What follows belongs to an exercise in optimizing a design on an open flow for small area, a short achievable clock period and few clock cycles per item; a production flow would make more cautious choices.
The RTL was checked by simulation tests, not by an equivalence proof against the original design.
No activity file was given, so power comes from the tool's default toggle rates.

lagoon:
## heater_handle_supervisor
module heater_handle_supervisor (
  input  logic                         clk_i,
  input  logic                         rst_ni,
  input  logic                         in_valid_i,
  output logic                         in_ready_o,
  input  logic [hhs_pkg::InW-1:0]      in_data_i,
  output logic                         out_valid_o,
  input  logic                         out_ready_i,
  output logic [hhs_pkg::OutW-1:0]     out_data_o,
  input  logic                         cfg_valid_i,
  output logic                         cfg_ready_o,
  input  logic [hhs_pkg::CfgIdxW-1:0]  cfg_index_i,
  input  logic [hhs_pkg::CfgDataW-1:0] cfg_data_i
);
  logic [15:0] sleep_ticks;
  logic [14:0] error_ticks;
  logic [9:0]  max_temp;
  logic [9:0]  min_temp;
  logic [7:0]  min_air;
  logic [8:0]  cool_lim;
  logic [7:0]  max_air_duty;
  logic [7:0]  sleep_fan_duty;
  logic        s0_valid_q;
  logic        s0_docked_q, s0_cold_q, s0_power_q;
  logic [9:0]  s0_temp_q;
  logic        s0_air_low_q;
  logic [7:0]  s0_level_q;
  logic        in_cold;
  logic        s1_valid_q;
  logic        s1_docked_q, s1_cold_q, s1_sleep_cool_q, s1_air_low_q;
  logic        s1_hot_q, s1_cool_q, s1_fan_off_q;
  logic [7:0]  s1_duty_sel_q;
  logic [7:0]  air_duty, duty_sel;
  logic        sleep_cool;
  logic        work_q, work_d;
  logic [15:0] sleep_cnt_q, sleep_cnt_d;
  logic [15:0] fault_cnt_q, fault_cnt_d;
  logic [1:0]  fault_q, fault_d;
  ...
Size: roughly 190 flip-flops.
export LEC_CHECK = 0
export CAP_MARGIN = 20
export CORE_MARGIN = 2
export CORE_UTILIZATION = 40
export CTS_BUF_LIST = sky130_fd_sc_hd__clkbuf_8
export SLEW_MARGIN = 20
create_clock -name core_clock -period 9.0 [get_ports {clk_i}]
standard.sh (not shown) runs the stock make flow with config.mk's settings and CLKGATE_MAP_FILE= SYNTH_SCRIPT=/design/flow/synth_recipe.tcl, a recipe that flattens the netlist after the stock synthesis.
==> flow/flow/run.sh <==
#!/bin/bash
# Layout: the standard flow (standard.sh, which runs the standard synthesis
# unchanged) with two settings changed: the ports are buffered with
# sky130_fd_sc_hd__buf_1 (buffer_ports' own pick is a delay buffer), and the
# timing repair aims for 6.0 ns of setup slack at the design's clock period.
# The make output goes to standard_flow.log; ORFS's logs stay under orfs/logs.
set -euo pipefail
bash standard.sh SETUP_SLACK_MARGIN=6.0 SKIP_GATE_CLONING=1 "BUFFER_PORTS_ARGS=-buffer_cell sky130_fd_sc_hd__buf_1" finish > standard_flow.log 2>&1
Testbench counts of lagoon, summed over its fixed seeds: cycles 16,024, items 16,000.
Input changes introduced in willow (baseline for comparison: lagoon):
==> flow/flow/run.sh <==
#!/bin/bash
# Layout: the standard flow (standard.sh, which runs the standard synthesis
# unchanged) with two settings changed: the ports are buffered with
# sky130_fd_sc_hd__buf_1 (buffer_ports' own pick is a delay buffer), and the
# timing repair aims for 5.7 ns of setup slack at the design's clock period.
# The make output goes to standard_flow.log; ORFS's logs stay under orfs/logs.
set -euo pipefail
bash standard.sh SETUP_SLACK_MARGIN=5.7 "BUFFER_PORTS_ARGS=-buffer_cell sky130_fd_sc_hd__buf_1" finish > standard_flow.log 2>&1
## What came out
Compared with lagoon, in willow data required time at the worst endpoint grew by 0.02 ns; setup slack -0.17 ns; fmax now sits lower. Looking at overall power consumption, willow sits 4.8% lower than lagoon does.
Modified inputs, amber compared to willow
Settings: setting GPL_ROUTABILITY_DRIVEN to 0 for the first time.
==> flow/flow/run.sh <==
#!/bin/bash
# Layout: the standard flow (standard.sh, which runs the standard synthesis
# unchanged) with two settings changed: the ports are buffered with
# sky130_fd_sc_hd__buf_1 (buffer_ports' own pick is a delay buffer), and the
# timing repair aims for 6.0 ns of setup slack at the design's clock period.
# The make output goes to standard_flow.log; ORFS's logs stay under orfs/logs.
set -euo pipefail
bash standard.sh SETUP_SLACK_MARGIN=6.0 "BUFFER_PORTS_ARGS=-buffer_cell sky130_fd_sc_hd__buf_1" finish > standard_flow.log 2>&1
--- outcome ---
- amber: PASS, flow complete, no timing, DRC or antenna violations
- ~same post-detailed-route wirelength per cell in willow and amber
- There was hardly any difference in clock-pin slew on the worst setup and hold paths between willow and amber.
- Relative to willow, the final cell area reported for amber is higher.
- Of the two candidates, willow has the better worst-case vdd ir drop and amber the worse one.
- The total power draw of amber exceeds that of willow by 0.00014 W.
- Number of buffers and inverters on the critical path on amber is up relative to willow.
- Comparing area growth from synthesis to layout for willow and amber, the smaller number came from willow.
- Setup slack sits higher in amber than in willow.
- In the reports for willow and amber, the smaller data arrival at the endpoint of the critical path belongs to amber.
- Power share of the sequential group ended up 2.4 points lower on amber than on willow.
- willow -> amber: total instance count after detailed placement flat
Inputs modified between amber and violet:
Settings: removing GPL_ROUTABILITY_DRIVEN (formerly 0).
==> flow/flow/run.sh <==
#!/bin/bash
# Layout: the standard flow (standard.sh, which runs the standard synthesis
# unchanged) with two settings changed: the ports are buffered with
# sky130_fd_sc_hd__buf_1 (buffer_ports' own pick is a delay buffer), and the
# timing repair aims for 5.8 ns of setup slack at the design's clock period.
# The make output goes to standard_flow.log; ORFS's logs stay under orfs/logs.
set -euo pipefail
bash standard.sh SETUP_SLACK_MARGIN=5.8 "BUFFER_PORTS_ARGS=-buffer_cell sky130_fd_sc_hd__buf_1" finish > standard_flow.log 2>&1
--- outcome ---
Delta (violet minus amber): register share of the cell area saw an increase; count of antenna diodes in the layout essentially unchanged. [compare] base=amber new=violet: detailed-route vias per instance went up; routed wire length did not really move; timing-limited maximum frequency went down; count of fill cells added during filler insertion went up. violet -> amber: number of buffers inserted for hold repair after clock tree synthesis delta 0, exact match. Met1 usage: violet vs amber up 0.18 points.

* * *

try-cedar:
heater_handle_supervisor, a different RTL version from the one above (not shown whole).
Size in the first run: about 1300 cells after synthesis, roughly 77 I/O pins, ~12000 µm² of cells after synthesis.
Settings: LEC_CHECK=0, CAP_MARGIN=20, CORE_MARGIN=2, CORE_UTILIZATION=40, CTS_BUF_LIST=sky130_fd_sc_hd__clkbuf_8, SLEW_MARGIN=20; clock period 9.0 ns.
==> flow/flow/run.sh <==
#!/bin/bash
# Layout: the standard flow (standard.sh, which runs the standard synthesis
# unchanged) with two settings changed: the ports are buffered with
# sky130_fd_sc_hd__buf_1 (buffer_ports' own pick is a delay buffer), and the
# timing repair aims for 5.9 ns of setup slack at the design's clock period.
# The make output goes to standard_flow.log; ORFS's logs stay under orfs/logs.
set -euo pipefail
bash standard.sh SETUP_SLACK_MARGIN=5.9 "BUFFER_PORTS_ARGS=-buffer_cell sky130_fd_sc_hd__buf_1" finish > standard_flow.log 2>&1
Testbench counts of try-cedar, summed over its fixed seeds: cycles 16,024, items 16,000.
Changes in try-xenon relative to try-cedar:
- CTS_CLUSTER_DIAMETER now 40, previously not set
==> flow/flow/run.sh <==
#!/bin/bash
# Layout: the standard flow (standard.sh, which runs the standard synthesis
# unchanged) with two settings changed: the ports are buffered with
# sky130_fd_sc_hd__buf_1 (buffer_ports' own pick is a delay buffer), and the
# timing repair aims for 5.8 ns of setup slack at the design's clock period.
# The make output goes to standard_flow.log; ORFS's logs stay under orfs/logs.
set -euo pipefail
bash standard.sh SETUP_SLACK_MARGIN=5.8 "BUFFER_PORTS_ARGS=-buffer_cell sky130_fd_sc_hd__buf_1" finish > standard_flow.log 2>&1
### Flow results
try-xenon and try-cedar ended up with roughly the same worst path required time.
try-xenon ended with less multi-input logic portion of the cell area than try-cedar.
There was hardly any difference in post-DP HPWL between try-cedar and try-xenon.
[compare] base=try-cedar new=try-xenon: final period utilization went down; number of signal-net buffers in the layout went down.
A slowest cell on the critical path of a222oi_1 is what try-xenon shows, while ha_2 belongs to try-cedar.
NOTE total power try-cedar->try-xenon increased slightly
try-xenon | status: complete | timing, DRC, antenna: pass
Area share of buffers outside the clock network was lower in try-xenon than in try-cedar.
Final area for try-xenon: 0.87% down relative to try-cedar
Between try-xenon and try-cedar, transition at the pin with the smallest max-transition slack is lower for try-cedar, try-xenon comes in above that.
Between try-xenon and try-cedar, the difference in vias after detailed routing is negligible.
[try-xenon] total routed wire length on the met1 layer fell 260 µm relative to try-cedar
diff inputs: try-xenon => try-ember
- removing CTS_BUF_LIST (formerly sky130_fd_sc_hd__clkbuf_8)
- removing CTS_CLUSTER_DIAMETER (formerly 40)
-- flow/flow/run.sh --
<<< try-xenon, line 4
# sky130_fd_sc_hd__buf_1 (buffer_ports' own pick is a delay buffer), and the
# timing repair aims for 5.8 ns of setup slack at the design's clock period.
# The make output goes to standard_flow.log; ORFS's logs stay under orfs/logs.
>>> try-ember, line 4
# sky130_fd_sc_hd__buf_1 (buffer_ports' own pick is a delay buffer), and the
# timing repair aims for 6 ns of setup slack at the design's clock period.
# The make output goes to standard_flow.log; ORFS's logs stay under orfs/logs.
### Flow results
try-ember against try-xenon: final routed DRC violation total barely changed, worst hold slack down 8.2 ps. Compared with try-xenon, try-ember shows reported net switching power higher by 0.019 mW. try-ember and try-xenon ended up with roughly the same met1 usage in global routing. try-ember vs. try-xenon: core utilization went up by 0.83 points. The final reports for try-ember and try-xenon show power drawn by the clock network higher in the former. Comparing try-ember with try-xenon, the sequential power came out essentially unchanged. try-ember against try-xenon: wire length of the first global-routing pass has increased, global-route track usage on met2 has decreased, total power has increased.
Input changes introduced in try-garnet (baseline for comparison: try-ember):
- CTS_BUF_LIST now sky130_fd_sc_hd__clkbuf_8, previously not set
-- flow/flow/run.sh --
<<< try-ember, line 4
# sky130_fd_sc_hd__buf_1 (buffer_ports' own pick is a delay buffer), and the
# timing repair aims for 6 ns of setup slack at the design's clock period.
# The make output goes to standard_flow.log; ORFS's logs stay under orfs/logs.
>>> try-garnet, line 4
# sky130_fd_sc_hd__buf_1 (buffer_ports' own pick is a delay buffer), and the
# timing repair aims for 5.8 ns of setup slack at the design's clock period.
# The make output goes to standard_flow.log; ORFS's logs stay under orfs/logs.
Results
Global-route wire length before repair in try-garnet is 150 µm lower than in try-ember
Footprint of the flip-flops and latches: try-garnet vs try-ember, no meaningful difference
The share of layout cells above drive strength 1 in try-garnet was lower than what try-ember gave.
try-ember → try-garnet: minimum clock period after layout decreased 110 ps, routed wire length on met3 decreased by about 2.7% relative to the old numbers, sequential share of cell area went up.
Against try-ember, the final cell area of try-garnet is lower.
try-ember → try-garnet: total power -5.8%, worst hold slack +8.2 ps, area enclosed by the die boundary ~0 delta, data required time at the worst endpoint +60 ps.

* * *

Starting RTL as in the previous note.
clock: 9.0 ns
lec_check: 0
cap_margin: 20
core_margin: 2
core_utilization: 40
cts_buf_list: sky130_fd_sc_hd__clkbuf_8
slew_margin: 20
==> flow/flow/run.sh <==
#!/bin/bash
# Layout: the standard flow (standard.sh, which runs the standard synthesis
# unchanged) with two settings changed: the ports are buffered with
# sky130_fd_sc_hd__buf_1 (buffer_ports' own pick is a delay buffer), and the
# timing repair aims for 6 ns of setup slack at the design's clock period.
# The make output goes to standard_flow.log; ORFS's logs stay under orfs/logs.
set -euo pipefail
bash standard.sh SETUP_SLACK_MARGIN=6 "BUFFER_PORTS_ARGS=-buffer_cell sky130_fd_sc_hd__buf_1" finish > standard_flow.log 2>&1
The first run finished clean.
Testbench counts at the start, summed over its fixed seeds: cycles 16,024, items 16,000.
Next try:
==> flow/flow/run.sh (replaced) <==
#!/bin/bash
# Layout: the standard flow (standard.sh, which runs the standard synthesis
# unchanged) with two settings changed: the ports are buffered with
# sky130_fd_sc_hd__buf_1 (buffer_ports' own pick is a delay buffer), and the
# timing repair aims for 5.8 ns of setup slack at the design's clock period.
# The make output goes to standard_flow.log; ORFS's logs stay under orfs/logs.
set -euo pipefail
bash standard.sh SETUP_SLACK_MARGIN=5.8 "BUFFER_PORTS_ARGS=-buffer_cell sky130_fd_sc_hd__buf_1" finish > standard_flow.log 2>&1
- TNS_END_PERCENT: default -> 5
Outcome: The changed run went through all stages and came out clean. Synthesized cell count stays the same. Utilization went down by 2.5 points. Final cell count is lower by a few percent. Worst hold slack gets better by 0.0053 ns. Sequential share of layout area rose by 2.0 points. Total power decreases by a few percent. Via count went down by a few percent. Global-route usage drops by 0.54 points. Combinational power went down by about a fifth.
Next try:
==> flow/flow/run.sh (replaced) <==
#!/bin/bash
# Layout: the standard flow (standard.sh, which runs the standard synthesis
# unchanged) with two settings changed: the ports are buffered with
# sky130_fd_sc_hd__buf_1 (buffer_ports' own pick is a delay buffer), and the
# timing repair aims for 6 ns of setup slack at the design's clock period.
# The make output goes to standard_flow.log; ORFS's logs stay under orfs/logs.
set -euo pipefail
bash standard.sh SETUP_SLACK_MARGIN=5.8 RECOVER_POWER=100 "BUFFER_PORTS_ARGS=-buffer_cell sky130_fd_sc_hd__buf_1" finish > standard_flow.log 2>&1
- TNS_END_PERCENT: 5 -> default
Effect: The changed run completed, yet does not pass: max-capacitance violations, max-slew violations; power came out higher slightly; worst setup slack loses 1.6 ns; global-route usage came out higher by 0.26 points; maximum frequency came out lower by a quarter to a third.
Next try:
==> flow/flow/run.sh (replaced) <==
#!/bin/bash
# Layout: the standard flow (standard.sh, which runs the standard synthesis
# unchanged) with two settings changed: the ports are buffered with
# sky130_fd_sc_hd__buf_1 (buffer_ports' own pick is a delay buffer), and the
# timing repair aims for 5.8 ns of setup slack at the design's clock period.
# The make output goes to standard_flow.log; ORFS's logs stay under orfs/logs.
set -euo pipefail
bash standard.sh SETUP_SLACK_MARGIN=5.8 "BUFFER_PORTS_ARGS=-buffer_cell sky130_fd_sc_hd__buf_1" finish > standard_flow.log 2>&1
- TNS_END_PERCENT: default -> 30
With this change the flow finished with timing, DRC and antenna clean.
Total power fell slightly.
Via count went up slightly.
Die area stays the same.
Global-route usage fell by 0.25 points.
Clock skew is about the same.
Worst setup slack gains 1.6 ns.
Worst hold slack loses 0.0058 ns.
Next try:
==> flow/flow/run.sh (replaced) <==
#!/bin/bash
# Layout: the standard flow (standard.sh, which runs the standard synthesis
# unchanged) with two settings changed: the ports are buffered with
# sky130_fd_sc_hd__buf_1 (buffer_ports' own pick is a delay buffer), and the
# timing repair aims for 6 ns of setup slack at the design's clock period.
# The make output goes to standard_flow.log; ORFS's logs stay under orfs/logs.
set -euo pipefail
bash standard.sh SETUP_SLACK_MARGIN=5.5 "BUFFER_PORTS_ARGS=-buffer_cell sky130_fd_sc_hd__buf_1" finish > standard_flow.log 2>&1
- TNS_END_PERCENT: 30 -> default
The changed run completed without violations.
Final area goes down by 1.8%.
Non-clock buffer count drops by 14.
Core utilization goes down by 0.82 points.
Via count goes down by 1.3%.
Total power is lower by 1.8%.
First-iteration DRC count went up by 7.7%.
Worst setup slack is worse by 0.12 ns.
Wire length barely changes.
Next try:
--- a/flow/flow/run.sh
+++ b/flow/flow/run.sh
@@ -6,3 +6,3 @@
 # The make output goes to standard_flow.log; ORFS's logs stay under orfs/logs.
 set -euo pipefail
-bash standard.sh SETUP_SLACK_MARGIN=5.5 "BUFFER_PORTS_ARGS=-buffer_cell sky130_fd_sc_hd__buf_1" finish > standard_flow.log 2>&1
+bash standard.sh SETUP_SLACK_MARGIN=6.3 "BUFFER_PORTS_ARGS=-buffer_cell sky130_fd_sc_hd__buf_1" finish > standard_flow.log 2>&1
- The changed run finished clean
- setup slack improves by 0.24 ns
- core utilization is higher by 7.4 points
- hold slack degrades by 0.0073 ns
- global-route usage is higher by 1.4 points
- wire length grows by 12%

* * *

Setup of rev 12:
heater_handle_supervisor again, from the RTL that the note above started with.
Settings: LEC_CHECK=0, CAP_MARGIN=20, CORE_MARGIN=2, CORE_UTILIZATION=40, CTS_BUF_LIST=sky130_fd_sc_hd__clkbuf_8, SLEW_MARGIN=20; clock period 9.0 ns.
==> flow/flow/run.sh <==
#!/bin/bash
# Layout: the standard flow (standard.sh, which runs the standard synthesis
# unchanged) with two settings changed: the ports are buffered with
# sky130_fd_sc_hd__buf_1 (buffer_ports' own pick is a delay buffer), and the
# timing repair aims for 5.7 ns of setup slack at the design's clock period.
# The make output goes to standard_flow.log; ORFS's logs stay under orfs/logs.
set -euo pipefail
bash standard.sh SETUP_SLACK_MARGIN=5.7 "BUFFER_PORTS_ARGS=-buffer_cell sky130_fd_sc_hd__buf_1" finish > standard_flow.log 2>&1
Testbench counts of rev 12, summed over its fixed seeds: cycles 16,024, items 16,000.
Edits applied to the flow inputs when going from rev 12 to rev 13:
Settings: an added PLACE_DENSITY of 0.75.
==> flow/flow/run.sh <==
#!/bin/bash
# Layout: the standard flow (standard.sh, which runs the standard synthesis
# unchanged) with two settings changed: the ports are buffered with
# sky130_fd_sc_hd__buf_1 (buffer_ports' own pick is a delay buffer), and the
# timing repair aims for 5.8 ns of setup slack at the design's clock period.
# The make output goes to standard_flow.log; ORFS's logs stay under orfs/logs.
set -euo pipefail
bash standard.sh SETUP_SLACK_MARGIN=5.8 "BUFFER_PORTS_ARGS=-buffer_cell sky130_fd_sc_hd__buf_1" finish > standard_flow.log 2>&1
Notes after the runs:
- Of the two values seen for start point of the critical path, u_cfg.error_ticks_o[10] was produced by rev 12 and in_data_i[8] by rev 13.
- Of rev 13 and rev 12, the higher critical path depth belongs to rev 12.
- Going from rev 12 to rev 13, the upper clock frequency limit was found to have gone down by about 2.2%.
- Rev 13: share of final layout cell area taken by clock buffers and inverters 0.16 points below rev 12

[afterwards: timing with drivers on the ports]
How much do the figures lean on ideal ports? The routed layouts below were timed once more, with nothing changed but the port constraints.
Step 1, drivers: a clkbuf_16 drives clk_i and a buf_2 each remaining input, both assumed.
Step 2 times the ports against the registers' clock, not the clock port: input delays grow and output delays shrink by t, the midpoint of the rising clock arrivals with the driver on.
Three values: ideal, step 1, step 2; two values: the first two.
run | shift t [ns] | slack for setup (ns) | hold slack, ns | worst register clock-pin slew, ns | worst data-port slew with drivers (ns)
lagoon | 0.527 | 6.050 / 6.027 / 5.629 | 0.469 / 0.469 / 0.469 | 0.11 / 0.11 | 0.04
willow | 0.532 | 5.875 / 5.875 / 5.407 | 0.447 / 0.447 / 0.447 | 0.12 / 0.12 | 0.04
amber | 0.527 | 6.050 / 6.027 / 5.629 | 0.469 / 0.469 / 0.469 | 0.11 / 0.11 | 0.04
violet | 0.534 | 5.939 / 5.939 / 5.558 | 0.450 / 0.450 / 0.450 | 0.12 / 0.12 | 0.04
try-cedar | 0.520 | 5.810 / 5.834 / 5.314 | 0.495 / 0.495 / 0.495 | 0.12 / 0.12 | 0.05
try-xenon | 0.530 | 5.898 / 5.919 / 5.390 | 0.496 / 0.496 / 0.496 | 0.12 / 0.12 | 0.05
try-ember | 0.487 | 5.789 / 5.815 / 5.328 | 0.487 / 0.487 / 0.487 | 0.08 / 0.08 | 0.05
try-garnet | 0.530 | 5.898 / 5.919 / 5.390 | 0.496 / 0.496 / 0.496 | 0.12 / 0.12 | 0.05
the first run of note 3 | 0.510 | 5.914 / 5.926 / 5.416 | 0.485 / 0.485 / 0.485 | 0.12 / 0.12 | 0.07
the second run of note 3 | 0.512 | 5.746 / 5.746 / 5.281 | 0.490 / 0.490 / 0.490 | 0.12 / 0.12 | 0.05
the third run of note 3 | 0.528 | 4.188 / 4.166 / 3.637 | 0.496 / 0.496 / 0.496 | 0.12 / 0.12 | 0.05
the fourth run of note 3 | 0.512 | 5.803 / 5.820 / 5.308 | 0.490 / 0.490 / 0.490 | 0.12 / 0.12 | 0.05
the fifth run of note 3 | 0.522 | 5.688 / 5.688 / 5.221 | 0.496 / 0.496 / 0.496 | 0.12 / 0.12 | 0.05
the sixth run of note 3 | 0.506 | 5.931 / 5.931 / 5.425 | 0.489 / 0.489 / 0.489 | 0.11 / 0.11 | 0.06
rev 12 | 0.524 | 5.824 / 5.824 / 5.328 | 0.492 / 0.492 / 0.492 | 0.12 / 0.12 | 0.04
rev 13 | 0.522 | 5.753 / 5.777 / 5.254 | 0.474 / 0.474 / 0.474 | 0.11 / 0.11 | 0.05
The setup slack of the third run of note 3, which loses most, moves by -0.022 ns with the drivers and by -0.551 ns with both steps. Setup slack includes reset recovery checks.
